Background: an optimization exercise with open tools, aiming at small area, a short achievable clock period and few clock cycles per item. Do not read the settings as production practice.
In this exercise RTL edits were held to simulation tests only and were not proved equivalent to the original.
No activity file was given, so power comes from the tool's default toggle rates.

**run.sh**
```bash
#!/bin/bash
# synth_recipe.tcl (not shown) runs the flow's synth.tcl, then flattens the netlist and writes it again
# the make line also repeats each setting of config.mk as NAME=value (left out here)
make -C /OpenROAD-flow-scripts/flow DESIGN_CONFIG=/design/flow/config.mk WORK_HOME=/design/flow/orfs CLKGATE_MAP_FILE= SYNTH_SCRIPT=/design/flow/synth_recipe.tcl finish
```
**config.mk**
```make
export PLATFORM = sky130hd
export DESIGN_NAME = scancode_event_stack
export DESIGN_NICKNAME = scancode_event_stack
export VERILOG_FILES = /design/flow/design.v
export SDC_FILE = /design/flow/constraint.sdc
export NUM_CORES = 4
export LEC_CHECK = 0
export CAP_MARGIN = 20
export CORE_MARGIN = 2
export CORE_UTILIZATION = 50
export SETUP_SLACK_MARGIN = 2.5
export SLEW_MARGIN = 20
export SYNTH_MEMORY_MAX_BITS = 16384
```
**constraint.sdc**
```tcl
create_clock -name core_clock -period 5.5 [get_ports {clk}]
set_input_delay 1.1000 -clock core_clock [delete_from_list [all_inputs] [get_ports {clk}]]
set_output_delay 1.1000 -clock core_clock [all_outputs]
set_load 0.01 [all_outputs]
```
**design.v**
```verilog
package scev_pkg;
    localparam logic [1:0] MODE_BYTE  = 2'd0;
    localparam logic [1:0] MODE_POP   = 2'd1;
    localparam logic [1:0] MODE_CLEAR = 2'd2;
    localparam logic [7:0] PREFIX_BYTE = 8'hE0;
    localparam logic [6:0] KC_LSHIFT   = 7'h2A;
    localparam logic [6:0] KC_RSHIFT   = 7'h36;
    localparam logic [6:0] KC_CTRL     = 7'h1D;
    localparam logic [6:0] KC_ALT      = 7'h38;
    localparam int STACK_CAP = 511;
    localparam int RSP_SLOTS = 3;
endpackage
module scev_front
(
    input  logic        clk,
    input  logic        rst_n,
    input  logic        req_valid,
    input  logic [9:0]  req,
    input  logic        req_stall,
    output logic        take,
    output logic        act_push,
    output logic        act_pop,
    output logic        act_hold,
    output logic        act_clear,
    output logic [11:0] act_evt,
    output logic        res_valid,
    output logic        res_data,
    output logic        res_wait
);
    logic       prefix_reg, ctrl_reg, alt_reg, shift_reg;
    logic [8:0] depth_reg;
    logic [1:0] mode;
    logic [7:0] b;
    logic [6:0] k;
    logic       is_byte, is_prefix, is_shift, is_ctrl, is_alt, is_key;
    logic       is_pop, is_clear;
    logic       d_zero, d_one, d_full;
    logic       do_push, do_pop, do_clear;
    logic       wait_next;
    assign mode = req[9:8];
    assign b    = req[7:0];
    assign k    = req[6:0];
    assign take = req_valid && !req_stall;
    assign is_byte   = mode == scev_pkg::MODE_BYTE;
    assign is_pop    = mode == scev_pkg::MODE_POP;
    assign is_clear  = mode == scev_pkg::MODE_CLEAR;
    assign is_prefix = !prefix_reg && b == scev_pkg::PREFIX_BYTE;
    assign is_shift  = k == scev_pkg::KC_LSHIFT || k == scev_pkg::KC_RSHIFT;
    assign is_ctrl   = k == scev_pkg::KC_CTRL;
    assign is_alt    = k == scev_pkg::KC_ALT;
    assign is_key    = !is_prefix && !is_shift && !is_ctrl && !is_alt;
    assign d_zero = depth_reg == 9'd0;
    assign d_one  = depth_reg == 9'd1;
    assign d_full = depth_reg == 9'(scev_pkg::STACK_CAP);
    assign do_push  = take && is_byte && is_key && !d_full;
    assign do_pop   = take && is_pop && !d_zero;
    assign do_clear = take && is_clear;
    always_comb
    begin
        if (do_clear)
            wait_next = 1'b0;
        else if (do_push)
            wait_next = 1'b1;
        else if (do_pop)
            wait_next = !d_one;
        else
            wait_next = !d_zero;
    end
    always_ff @(posedge clk or negedge rst_n)
    begin
        if (!rst_n)
        begin
            prefix_reg <= 1'b0;
            ctrl_reg   <= 1'b0;
            alt_reg    <= 1'b0;
            shift_reg  <= 1'b0;
            depth_reg  <= '0;
            act_push   <= 1'b0;
            act_pop    <= 1'b0;
            act_hold   <= 1'b1;
            act_clear  <= 1'b0;
            res_valid  <= 1'b0;
            res_data   <= 1'b0;
            res_wait   <= 1'b0;
        end
        else
        begin
            act_push  <= do_push;
            act_pop   <= do_pop;
            act_hold  <= !do_push && !do_pop;
            act_clear <= do_clear;
            res_valid <= take;
            res_data  <= do_pop;
            res_wait  <= wait_next;
            if (do_clear)
                depth_reg <= '0;
            else if (do_push)
                depth_reg <= depth_reg + 1'b1;
            else if (do_pop)
                depth_reg <= depth_reg - 1'b1;
            if (take && is_byte)
            begin
                prefix_reg <= is_prefix;
                if (!is_prefix)
                begin
                    if (is_shift)
                        shift_reg <= !b[7];
                    if (is_ctrl)
                        ctrl_reg <= !b[7];
                    if (is_alt)
                        alt_reg <= !b[7];
                end
            end
        end
    end
    always_ff @(posedge clk)
    begin
        act_evt <= {prefix_reg, shift_reg, alt_reg, ctrl_reg, b[7], k};
    end
endmodule
module scev_queue
(
    input  logic        clk,
    input  logic        rst_n,
    input  logic        take,
    input  logic        in_valid,
    input  logic [13:0] in_word,
    input  logic        rsp_stall,
    output logic        rsp_valid,
    output logic [13:0] rsp,
    output logic        req_stall
);
    localparam int S = scev_pkg::RSP_SLOTS;
    logic [S-1:0]       v_reg;
    logic [S-1:0][13:0] w_reg;
    logic               deliver;
    logic [S-1:0]       sv;
    logic [S-1:0][13:0] sw;
    logic [S-1:0]       v_next;
    logic [S-1:0][13:0] w_next;
    logic [2:0]         held_next;
    assign deliver   = v_reg[0] && !rsp_stall;
    assign rsp_valid = v_reg[0];
    assign rsp       = w_reg[0];
    always_comb
    begin
        for (int i = 0; i < S; i++)
        begin
            if (deliver)
            begin
                sv[i] = (i == S - 1) ? 1'b0 : v_reg[(i == S - 1) ? i : i + 1];
                sw[i] = w_reg[(i == S - 1) ? i : i + 1];
            end
            else
            begin
                sv[i] = v_reg[i];
                sw[i] = w_reg[i];
            end
        end
        for (int i = 0; i < S; i++)
        begin
            v_next[i] = sv[i];
            w_next[i] = sw[i];
            if (in_valid && !sv[i] && (i == 0 || sv[(i == 0) ? 0 : i - 1]))
            begin
                v_next[i] = 1'b1;
                w_next[i] = in_word;
            end
        end
        held_next = 3'(v_next[0]) + 3'(v_next[1]) + 3'(v_next[2]) + 3'(take);
    end
    always_ff @(posedge clk)
    begin
        w_reg <= w_next;
    end
    always_ff @(posedge clk or negedge rst_n)
    begin
        if (!rst_n)
        begin
            v_reg     <= '0;
            req_stall <= 1'b0;
        end
        else
        begin
            v_reg     <= v_next;
            req_stall <= held_next >= 3'(S);
        end
    end
endmodule
module scev_back
(
    input  logic        clk,
    input  logic        rst_n,
    input  logic        act_push,
    input  logic        act_pop,
    input  logic        act_clear,
    input  logic [11:0] act_evt,
    output logic [11:0] top_evt
);
    localparam int N = scev_pkg::STACK_CAP - 1;
    logic [N-1:0][11:0] mem_reg;
    logic [11:0]        top_reg;
    logic [8:0]         wa_reg;    
    logic [8:0]         ra_reg;    
    logic [11:0]        rd_data;
    assign rd_data = mem_reg[ra_reg];
    assign top_evt = top_reg;
    always_ff @(posedge clk)
    begin
        for (int i = 0; i < N; i++)
        begin
            if (act_push && wa_reg == 9'(i))
                mem_reg[i] <= top_reg;
        end
        if (act_push)
            top_reg <= act_evt;
        else if (act_pop)
            top_reg <= rd_data;
    end
    always_ff @(posedge clk or negedge rst_n)
    begin
        if (!rst_n)
        begin
            wa_reg <= 9'h1ff;
            ra_reg <= 9'h1fe;
        end
        else if (act_clear)
        begin
            wa_reg <= 9'h1ff;
            ra_reg <= 9'h1fe;
        end
        else if (act_push)
        begin
            wa_reg <= wa_reg + 1'b1;
            ra_reg <= ra_reg + 1'b1;
        end
        else if (act_pop)
        begin
            wa_reg <= wa_reg - 1'b1;
            ra_reg <= ra_reg - 1'b1;
        end
    end
endmodule
module scancode_event_stack
#(
    parameter int DEPTH = 512
)
(
    input  logic        clk,
    input  logic        rst_n,
    input  logic        req_valid,
    output logic        req_stall,
    input  logic [9:0]  req,
    output logic        rsp_valid,
    input  logic        rsp_stall,
    output logic [13:0] rsp
);
    logic        take;
    logic        act_push, act_pop, act_hold, act_clear;
    logic [11:0] act_evt;
    logic        res_valid, res_data, res_wait;
    logic [11:0] top_evt;
    logic [11:0] e;
    logic [13:0] res_word;
    scev_front u_front
    (
        .clk       (clk),
        .rst_n     (rst_n),
        .req_valid (req_valid),
        .req       (req),
        .req_stall (req_stall),
        .take      (take),
        .act_push  (act_push),
        .act_pop   (act_pop),
        .act_hold  (act_hold),
        .act_clear (act_clear),
        .act_evt   (act_evt),
        .res_valid (res_valid),
        .res_data  (res_data),
        .res_wait  (res_wait)
    );
    scev_back u_back
    (
        .clk      (clk),
        .rst_n    (rst_n),
        .act_push (act_push),
        .act_pop  (act_pop),
        .act_clear(act_clear),
        .act_evt  (act_evt),
        .top_evt  (top_evt)
    );
    assign e = res_data ? top_evt : 12'd0;
    assign res_word = {res_data, e[6:0], e[7], e[8], e[9], e[10], e[11], res_wait};
    scev_queue u_queue
    (
        .clk       (clk),
        .rst_n     (rst_n),
        .take      (take),
        .in_valid  (res_valid),
        .in_word   (res_word),
        .rsp_stall (rsp_stall),
        .rsp_valid (rsp_valid),
        .rsp       (rsp),
        .req_stall (req_stall)
    );
endmodule
```
==> notes.md, run 1 <==
Crit Path Category -> reg -> reg
GRT met3 Usage -> 7.15%
#FFs+latches synth -> 6226
Final Hold Vio Count -> 0
post-layout util -> 59.0%
commonest non-fill, non-tap cells in the layout -> edfxtp_1, mux4_2, buf_4
GR Util All Layers -> 31.2%
Pleak -> 90.9 nW
M2 GR Usage -> 47.5%
Period Utilization, post-route -> 70.3%
die width -> 699 um
WP data required -> 6310 ps
max FFs per register -> 6120
Hold Path Class -> in -> async
root buffer cell -> clkbuf_16
fin crit period -> 3870 ps
CTS Buffer Depth -> 4
share of cells above drive strength 1 -> 31.0%
GR peak layer -> met2
Synth Instances -> 11500
sequential-to-total area share from yosys stat -> 77.4%
First-pass DRT Iterations -> 12
worst clock skew -> 70.3 ps
Sequential Area -> 0.187 mm2
fill count -> 34100
status -> finished clean
slew margin rel. -> 12.5%
H-tree Lvls -> 6
Yosys cell types -> 83
GR Overflow Total -> 0
met1 usage -> 43.1%
row count -> 255
CP endpoint kind -> flip-flop
Post-Synthesis Net Count -> 11500
Post-synth ARST share -> 0.642%
Critical Path AT -> 4680 ps
# IOs -> 30
die area -> 0.488 mm2
Power Density -> 555 mW/mm2
Area Growth Syn to Fin -> 17.8%
Max Slew Vio Count -> 0
Synth Flop Type -> edfxtp_1
core area -> 0.481 mm2
Final #Nets -> 12900
Worst Tran Pin Value -> 1310 ps
maxcap violations -> 0
Syn. warnings -> 3
vias per inst -> 6.65
die span in y -> 699 um
most common cell after layout, fill and taps aside -> edfxtp_1
CTS clk-pin slew, worst paths -> 60 ps
initial antenna violation count -> 53
crit-path max FO -> 11
clk latency of the worst-skew pair -> 1130 ps
# setup viols final -> 0
post-route cell area -> 0.284 mm2
post-DR wirelength/cell -> 39.3 um
PortBufs -> 29
RSZ-0062 raised after global routing -> yes
WL final -> 777000 um
Synth Cell Area -> 0.241 mm2
fin cells -> 19800
Max Fclk -> 258 MHz
Num CTS Buffers -> 635
Worst IR Drop VDD -> 626 uV
crit path launch type -> flip-flop
vias in the first global route -> 128000
CTS tree -> done
number of flops mapped to enable cells by yosys -> 6174
Clock Sinks -> 6226
Post-DRT Antenna Nets -> 0
DP HPWL -> 456000 um
DRT iter0 DRCs -> 20400
Initial Util -> 50.1%
routability-driven placement congestion ratio -> 0.919
number of placed instances, taps included -> 18300
total number of vias -> 132000
# DRC -> 0
placed cell area -> 0.256 mm2
footprint of the multi-input gates -> 0.0538 mm2
pin count of the biggest net entering global routing -> 223
total power -> 0.158 W
first-pass GRT wire length -> 1050000 um
Post-Syn Area per Cell -> 21.0 um2
hold buffer count at cts -> 0
cell usage after synthesis, types with 26 or more instances:
master    instances  area share (%)
edfxtp_1       6174              77
mux4_2         1330              12
nor2_1          672             1.0
mux2i_1         608             2.5
clkbuf_1        318            0.49
nand2_1         294            0.46
a21oi_1         235            0.49
o21ai_0         232            0.48
o221ai_1        201            0.73
buf_2           169            0.35
o22ai_1         142            0.37
a22oi_1         127            0.40
buf_4           122            0.38
nand3_1          86            0.18
a211oi_1         63            0.20
nor3_1           63            0.13
buf_6            54            0.25
buf_1            50           0.078
mux2_2           43            0.20
inv_1            37           0.058
a31oi_1          28           0.073
nor4_1           27           0.070
o211ai_1         26           0.081
cell families after synthesis:
| kind of cell | share of synthesized area (%) |
|---|---|
| flops | 77.4 |
| xor+xnor | 0.0762 |
| simple gates | 2.23 |
| buf+inv | 1.62 |
| mux | 15.1 |
| compound gates | 3.45 |
| fa+ha+maj | 0.125 |
power breakdown:
group | internal [W] | switching, W
Combinational | 0.0209 | 0.0367
Clock | 0.0239 | 0.0185
Sequential | 0.0571 | 0.000627
Total | 0.102 | 0.0559
what timing repair did:
| action | 4_1_cts | 5_1_grt |
|---|---|---|
| endpoints found under the setup margin | 4317 | 526 |
| pin swaps | 85 | 75 |
| setup buffers | 167 | 89 |
| gates resized for setup | 601 | 214 |
| endpoints found under the hold margin | 0 | 0 |
| cloned | 53 | 16 |
per-stage QoR:
stage          hold WS (ps)  setup WS (ps)  TNS [ps]
6_report                111           1630         0
3_3_place_gp            349           -607      -607
4_1_cts                85.2           1760         0
3_5_place_dp            355           38.8         0
5_1_grt                 156           1640         0
2_1_floorplan           341          -2080         -
critical path: stages, from the launching register on:
cell and delay (ps):
dfstp_4 730, clkinv_2 330, buf_4 340, nand2_1 110, buf_4 550, a21oi_2 150, nor4_1 220, buf_4 220
nor2_2 100, o211ai_1 630, nand4_1 150
path summary, 6_finish.rpt:
kind	from	to	slack, ps	cells after the start
setup / recovery	u_back.ra_reg[5]	u_back.top_reg[3]	1630	10
hold / removal	rst_n	u_front.alt_reg	110	2
setup reg to reg	u_back.ra_reg[5]	u_back.top_reg[3]	1630	10
hold reg to reg	u_front.shift_reg	u_front.act_evt[10]	370	0
max in group asynchronous	rst_n	u_back.ra_reg[0]	4800	2
min in group core_clock	u_front.shift_reg	u_front.act_evt[10]	370	0
cell type report:
type                            count  share of cell area, %
Clock buffer                      774                   5.86
Inverter                           39                 0.0665
Clock inverter                    367                   1.26
Sequential cell                  6226                   65.7
Timing Repair Buffer             1396                   5.37
Tap cell                         6425                   2.83
Multi-Input combinational cell   4526                   18.9
Antenna cell                       26                 0.0229
per-layer routing:
| metal | wire (um) | share of wire (%) | vias to the layer above |
|---|---|---|---|
| met2 | 357000 | 46 | 8875 |
| met1 | 289000 | 37 | 70200 |
| met3 | 88400 | 11 | 1549 |
| met5 | 107 | 0.014 | - |
| met4 | 42200 | 5.4 | 16 |
| li1 | - | - | 50900 |
Testbench counts, summed over its fixed seeds: cycles 32,016, items 32,000.
==> inputs of run 2 (changes only) <==
--- a/config.mk
+++ b/config.mk
@@ -8,6 +8,6 @@
 export CAP_MARGIN = 20
 export CORE_MARGIN = 2
-export CORE_UTILIZATION = 50
-export SETUP_SLACK_MARGIN = 2.5
+export CORE_UTILIZATION = 60
+export SETUP_SLACK_MARGIN = 3.0
 export SLEW_MARGIN = 20
 export SYNTH_MEMORY_MAX_BITS = 16384
==> run 2 against run 1 <==
Worst hold slack improved by 41 ps. Highest routed layer unchanged. Core utilization grew 13 points. Die area down 17%. Largest power group is now combinational logic. Critical endpoint is now u_back.top_reg[10]. Wire length up 2.7%. Sequential power is essentially flat. Setup slack got worse by 110 ps.
==> notes.md, run 2 <==
RSZ-0062 raised after global routing -> yes
worst clock skew -> 43.4 ps
share of cells above drive strength 1 -> 33.6%
DP HPWL -> 457000 um
Area Growth Syn to Fin -> 19.5%
synth top area cells -> edfxtp_1, mux4_2, mux2i_1
Yosys cell types -> 83
CTS clk-pin slew, worst paths -> 60 ps
Max Fclk -> 252 MHz
Num CTS Buffers -> 625
Post-Synthesis Net Count -> 11500
Hold Path Class -> in -> async
fill count -> 23700
PortBufs -> 29
post-synth top area cell -> edfxtp_1
Final #Nets -> 13200
crit-path max FO -> 6
Synth top cells by count -> edfxtp_1, mux4_2, nor2_1
Post-DRT Antenna Nets -> 0
CTS tree -> done
vias per inst -> 7.14
GR Overflow Total -> 0
pin count of the biggest net entering global routing -> 240
Max Slew Vio Count -> 0
core area -> 0.400 mm2
WL final -> 798000 um
CTS Buffer Depth -> 4
Post-Syn Area per Cell -> 21.0 um2
Synth Cell Area -> 0.241 mm2
Period Utilization, post-route -> 72.3%
top-count cell post-synth -> edfxtp_1
post-DR wirelength/cell -> 42.2 um
Post-synth ARST share -> 0.642%
H-tree Lvls -> 6
First-pass DRT Iterations -> 6
Worst IR Drop VDD -> 682 uV
Synth Flop Type -> edfxtp_1
Crit Path Category -> reg -> reg
routability-driven placement congestion ratio -> 0.906
Clock Sinks -> 6226
most common cell after layout, fill and taps aside -> edfxtp_1
# setup viols final -> 0
total power -> 0.159 W
Synth Instances -> 11500
Pleak -> 93.1 nW
Initial Util -> 60.4%
root buffer cell -> clkbuf_16
crit path launch type -> flip-flop
CP endpoint kind -> flip-flop
GR Util All Layers -> 38.8%
post-synth top area share -> 76.8%
vias in the first global route -> 129000
maxcap violations -> 0
footprint of the multi-input gates -> 0.0551 mm2
clk latency of the worst-skew pair -> 1100 ps
commonest non-fill, non-tap cells in the layout -> edfxtp_1, mux4_2, buf_4
# DRC -> 0
die width -> 638 um
die span in y -> 638 um
number of placed instances, taps included -> 17100
#FFs+latches synth -> 6226
Worst Tran Pin Value -> 1270 ps
total number of vias -> 135000
number of flops mapped to enable cells by yosys -> 6174
Sequential Area -> 0.187 mm2
first-pass GRT wire length -> 1070000 um
fin cells -> 18900
Critical Path AT -> 4910 ps
# IOs -> 30
Power Density -> 553 mW/mm2
DRT iter0 DRCs -> 22200
row count -> 232
slew margin rel. -> 15.6%
sequential-to-total area share from yosys stat -> 77.4%
initial antenna violation count -> 49
Final Hold Vio Count -> 0
max FFs per register -> 6120
die area -> 0.407 mm2
status -> finished clean
fin crit period -> 3970 ps
WP data required -> 6440 ps
Syn. warnings -> 3
[run 2: changes by cell type in the layout (fill, tap and decap cells not counted), sizes merged]
cell,previous run,this run
clkbuf,790,789
buf,1315,1621
bufinv,48,43
clkinv,279,268
dlygate4sd2,16,0
nand3,87,86
diode,26,42
clkinvlp,16,17
nand2b,16,17
inv,63,52
bufbuf,37,60
[run 2: through the flow]
stage          instance area, um2  util, %  setup slack [ps]  setup TNS (ps)  hold slack [ps]
2_1_floorplan              241000        -             -2080               -              341
3_3_place_gp               254000     63.4              -151            -265              355
3_5_place_dp               254000     63.5              55.7               0              363
4_1_cts                    285000     71.4              1760               0              115
5_1_grt                    288000     72.1              1610               0              181
6_report                   288000     72.1              1530               0              151
[run 2: per-layer routing]
| layer | GRT usage (%) | routed length [um] |
|---|---|---|
| met1 | 54.5 | 286000 |
| met4 | 19.5 | 48100 |
| met5 | 0 | 80 |
| met2 | 57.6 | 362000 |
| met3 | 9.67 | 102000 |
[run 2: layout make-up]
cell class	instances	area share, %
timing repair buffer	1702	6.98
clock buffer	780	5.81
inverter	39	0.0677
multi-input combinational	4526	19.1
tap	5265	2.28
sequential	6226	64.8
clock inverter	341	0.946
antenna	42	0.0365
[run 2: what timing repair did]
action,4_1_cts,5_1_grt
pin swaps,159,103
buffers inserted,402,123
gates cloned,117,29
setup endpoints to repair,5827,3352
endpoints found under the hold margin,0,0
hold buffers,0,0
gates resized for setup,1273,399
[run 2: cell families (layout without fill, tap and decap cells)]
group | count (synthesis) | after routing | share of synthesized area (%)
XOR/XNOR | 21 | 21 | 0.0762
multiplexers | 1981 | 1981 | 15.1
adder cells (fa/ha/maj) | 23 | 23 | 0.125
buffers and inverters | 753 | 2862 | 1.62
AND/OR/NAND/NOR | 1268 | 1269 | 2.23
flip-flops | 6226 | 6226 | 77.4
other | 0 | 42 | 0
AO/OA/AOI/OAI | 1232 | 1232 | 3.45
[run 2: where the power goes]
group          switching (W)  internal, W
logic                 0.0380       0.0225
registers           0.000507       0.0571
clock network         0.0177       0.0235
total                 0.0562        0.103
[run 2: worst paths after layout]
| path | to | cells past startpoint | from | slack, ps |
|---|---|---|---|---|
| setup / recovery | u_back.top_reg[10] | 9 | u_back.ra_reg[3] | 1530 |
| hold / removal | u_queue.req_stall | 2 | rst_n | 150 |
| setup reg to reg | u_back.top_reg[10] | 9 | u_back.ra_reg[3] | 1530 |
| hold reg to reg | u_front.act_evt[8] | 0 | u_front.ctrl_reg | 380 |
| max in group asynchronous | u_back.ra_reg[0] | 2 | rst_n | 4670 |
| min in group core_clock | u_front.act_evt[8] | 0 | u_front.ctrl_reg | 380 |
[run 2: worst max-delay path: stages, from the launching register on]
cell and delay, ps:
dfstp_4 630, buf_12 170, buf_4 190, nand2b_1 960, o22ai_1 340, nor2_1 400, a211oi_1 130, a2111oi_1 750
a311oi_2 110, nand3_1 130
==> inputs of run 3 (changes only) <==
--- a/config.mk
+++ b/config.mk
@@ -9,4 +9,6 @@
 export CORE_MARGIN = 2
 export CORE_UTILIZATION = 60
+export CTS_CLUSTER_DIAMETER = 60
+export CTS_CLUSTER_SIZE = 24
 export SETUP_SLACK_MARGIN = 3.0
 export SLEW_MARGIN = 20
==> run 3 against run 2 <==
Core utilization fell by 0.65 points. Largest power group unchanged. Combinational power rose by 2%. Critical path type unchanged. Register-to-register slack better by 30 ps. Sequential power about the same. Synthesized cell count stayed put. Largest cell class unchanged.
==> notes.md, run 3 <==
status -> finished clean
WL final -> 794000 um
fill count -> 23900
Syn. warnings -> 3
Hold Path Class -> in -> async
GR Util All Layers -> 38.5%
Worst path top cell family by delay -> compound AO/OA/AOI/OAI gates
FF-to-FF End -> u_back.top_reg[8]
clk latency of the worst-skew pair -> 1070 ps
WP buf/inv -> 1
Area Growth Syn to Fin -> 18.4%
Post-synth ARST share -> 0.642%
crit-path cells -> inv_6 > nand2_2 > a21oi_1 > o21ai_0 > o21ai_1 > o22ai_2 > nor3_4 > a2111o_1
WP data required -> 6420 ps
Post-Synthesis Net Count -> 11500
crit path launch type -> flip-flop
post-synth top area cell -> edfxtp_1
Final Hold Vio Count -> 0
most common cell after layout, fill and taps aside -> edfxtp_1
pin count of the biggest net entering global routing -> 240
# setup viols final -> 0
die width -> 638 um
Synth top cells by count -> edfxtp_1, mux4_2, nor2_1
CP Depth -> 8
sequential-to-total area share from yosys stat -> 77.4%
Hold Slack -> 187 ps
max FFs per register -> 6120
synth top area cells -> edfxtp_1, mux4_2, mux2i_1
hold buffer count at cts -> 0
CTS tree -> done
row count -> 232
post-DR wirelength/cell -> 42.4 um
crit-path max cell delay -> 610 ps
routability-driven placement congestion ratio -> 0.906
first-pass GRT wire length -> 1060000 um
Period Utilization, post-route -> 71.7%
CP endpoint kind -> flip-flop
Power Density -> 544 mW/mm2
r2r setup slk -> 1560 ps
placed cell area -> 0.254 mm2
FF-to-FF path depth -> 8
maxcap violations -> 0
Synth Cell Area -> 0.241 mm2
Critical Path AT -> 4860 ps
Worst Tran Pin Value -> 1260 ps
Initial Util -> 60.4%
Num CTS Buffers -> 452
fin crit period -> 3940 ps
# DRC -> 0
post-route cell area -> 0.286 mm2
# IOs -> 30
Clock Sinks -> 6226
RSZ-0062 raised after global routing -> yes
top-count cell post-synth -> edfxtp_1
Sequential Area -> 0.187 mm2
total number of vias -> 134000
fin cells -> 18700
PortBufs -> 29
initial antenna violation count -> 65
root buffer cell -> clkbuf_16
number of flops mapped to enable cells by yosys -> 6174
share of cells above drive strength 1 -> 34.8%
DP HPWL -> 457000 um
worst clock skew -> 53.9 ps
Yosys cell types -> 83
die area -> 0.407 mm2
Crit Path Category -> reg -> reg
CTS clk-pin slew, worst paths -> 90 ps
commonest non-fill, non-tap cells in the layout -> edfxtp_1, mux4_2, buf_4
Post-Syn Area per Cell -> 21.0 um2
Final #Nets -> 13100
Max Fclk -> 254 MHz
Post-DRT Antenna Nets -> 0
footprint of the multi-input gates -> 0.0553 mm2
Worst IR Drop VDD -> 646 uV
DRT iter0 DRCs -> 21600
number of placed instances, taps included -> 17100
H-tree Lvls -> 5
Synth Instances -> 11500
Setup TNS -> 0 ps
crit-path max FO -> 28
vias per inst -> 7.16
Pleak -> 91.7 nW
#FFs+latches synth -> 6226
post-synth top area share -> 76.8%
Synth Flop Type -> edfxtp_1
slowest CP cell -> nand2_2
vias in the first global route -> 127000
First-pass DRT Iterations -> 7
CTS Buffer Depth -> 4
Max Slew Vio Count -> 0
die span in y -> 638 um
slew margin rel. -> 16.2%
GR Overflow Total -> 0
Reg-to-Reg Start -> u_back.ra_reg[4]
core area -> 0.400 mm2
[run 3: cell counts after synthesis]
No cell type changed its count.
[run 3: cells by family after synthesis]
logic type	Yosys count	synth area share [%]
flops	6226	77.4
mux	1981	15.1
simple gates	1268	2.23
compound gates	1232	3.45
buf+inv	753	1.62
fa+ha+maj	23	0.125
xor+xnor	21	0.0762
[run 3: power by group]
group | switching (W) | leakage (nW) | internal, W | total (W)
clock network | 0.0186 | 7.75 | 0.0172 | 0.0358
logic | 0.0386 | 27.8 | 0.0234 | 0.0620
registers | 0.000498 | 56.1 | 0.0571 | 0.0576
[run 3: worst register-to-register path, cell delays in order (launching register included)]
cell and delay, ps:
dfstp_4 600, inv_6 580, nand2_2 630, a21oi_1 330, o21ai_0 140, o21ai_1 470
o22ai_2 310, nor3_4 570, a2111o_1 190
[run 3: timing repair]
item | CTS | global route
pin swaps | 136 | 149
buffers inserted | 384 | 230
setup endpoints to repair | 5812 | 3047
gates resized for setup | 1152 | 494
cloned | 105 | 30
[run 3: cell type report]
class	instances	area share [%]
multi-input cells	4526	19.4
clock buffers	475	4.04
diodes	37	0.0324
flip-flops and latches	6226	65.3
repair buffers	1781	7.29
clock inverters	371	1.56
inverters	39	0.0683
well taps	5265	2.31
[run 3: per-layer routing]
layer	share of wire (%)	wire length, um	global-route usage [%]
met4	5.9	46800	18.9
met5	0.038	299	0
met2	45	358000	57.1
met3	13	104000	10.1
met1	36	285000	53.8
[run 3: through the flow]
step | power, W | util (%) | setup WS [ps]
floorplan | 0.0867 | - | -2080
global placement | 0.106 | 63.4 | -151
detailed placement | 0.107 | 63.5 | 55.7
CTS | 0.151 | 70.3 | 1780
global route | 0.158 | 71.5 | 1630
finish | 0.155 | 71.5 | 1560
[run 3: worst max-delay path by stage]
stage / startpoint / to / slack (ps)
2_1_floorplan: u_back.top_reg[0] / u_back.mem_reg[0] / -2080
3_3_place_gp: u_back.ra_reg[0] / u_back.top_reg[7] / -150
3_5_place_dp: u_back.ra_reg[0] / u_back.top_reg[5] / 60
4_1_cts: u_back.ra_reg[1] / u_back.top_reg[5] / 1780
5_1_grt: u_back.ra_reg[0] / u_back.top_reg[5] / 1630
6_report: u_back.ra_reg[4] / u_back.top_reg[8] / 1560

## re-timing with driven ports
The flow's constraints put no driver on any port. The routed layouts listed below were extracted and timed again, unchanged, in two steps.
Step 1, drivers: a clkbuf_16 drives clk and a buf_2 each remaining input, both assumed.
Step 2 also shifts input and output timing later by t, the mid clock arrival at the registers, as if the neighbouring blocks saw the same clock.
Three values: ideal ports, drivers, drivers and shift; two values: the first two.
| run | shift t [ns] | slack for setup (ns) | worst setup path at the end | worst data-port slew with drivers (ns) | cell pins on the clock port's net |
|---|---|---|---|---|---|
| run 1 | 1.216 | 1.631 / 1.631 / 1.631 | register to register | 0.04 | 1 |
| run 2 | 1.190 | 1.525 / 1.525 / 1.525 | register to register | 0.19 | 1 |
| run 3 | 1.169 | 1.558 / 1.558 / 1.558 | register to register | 0.17 | 1 |
After both steps every run listed still meets setup and hold.
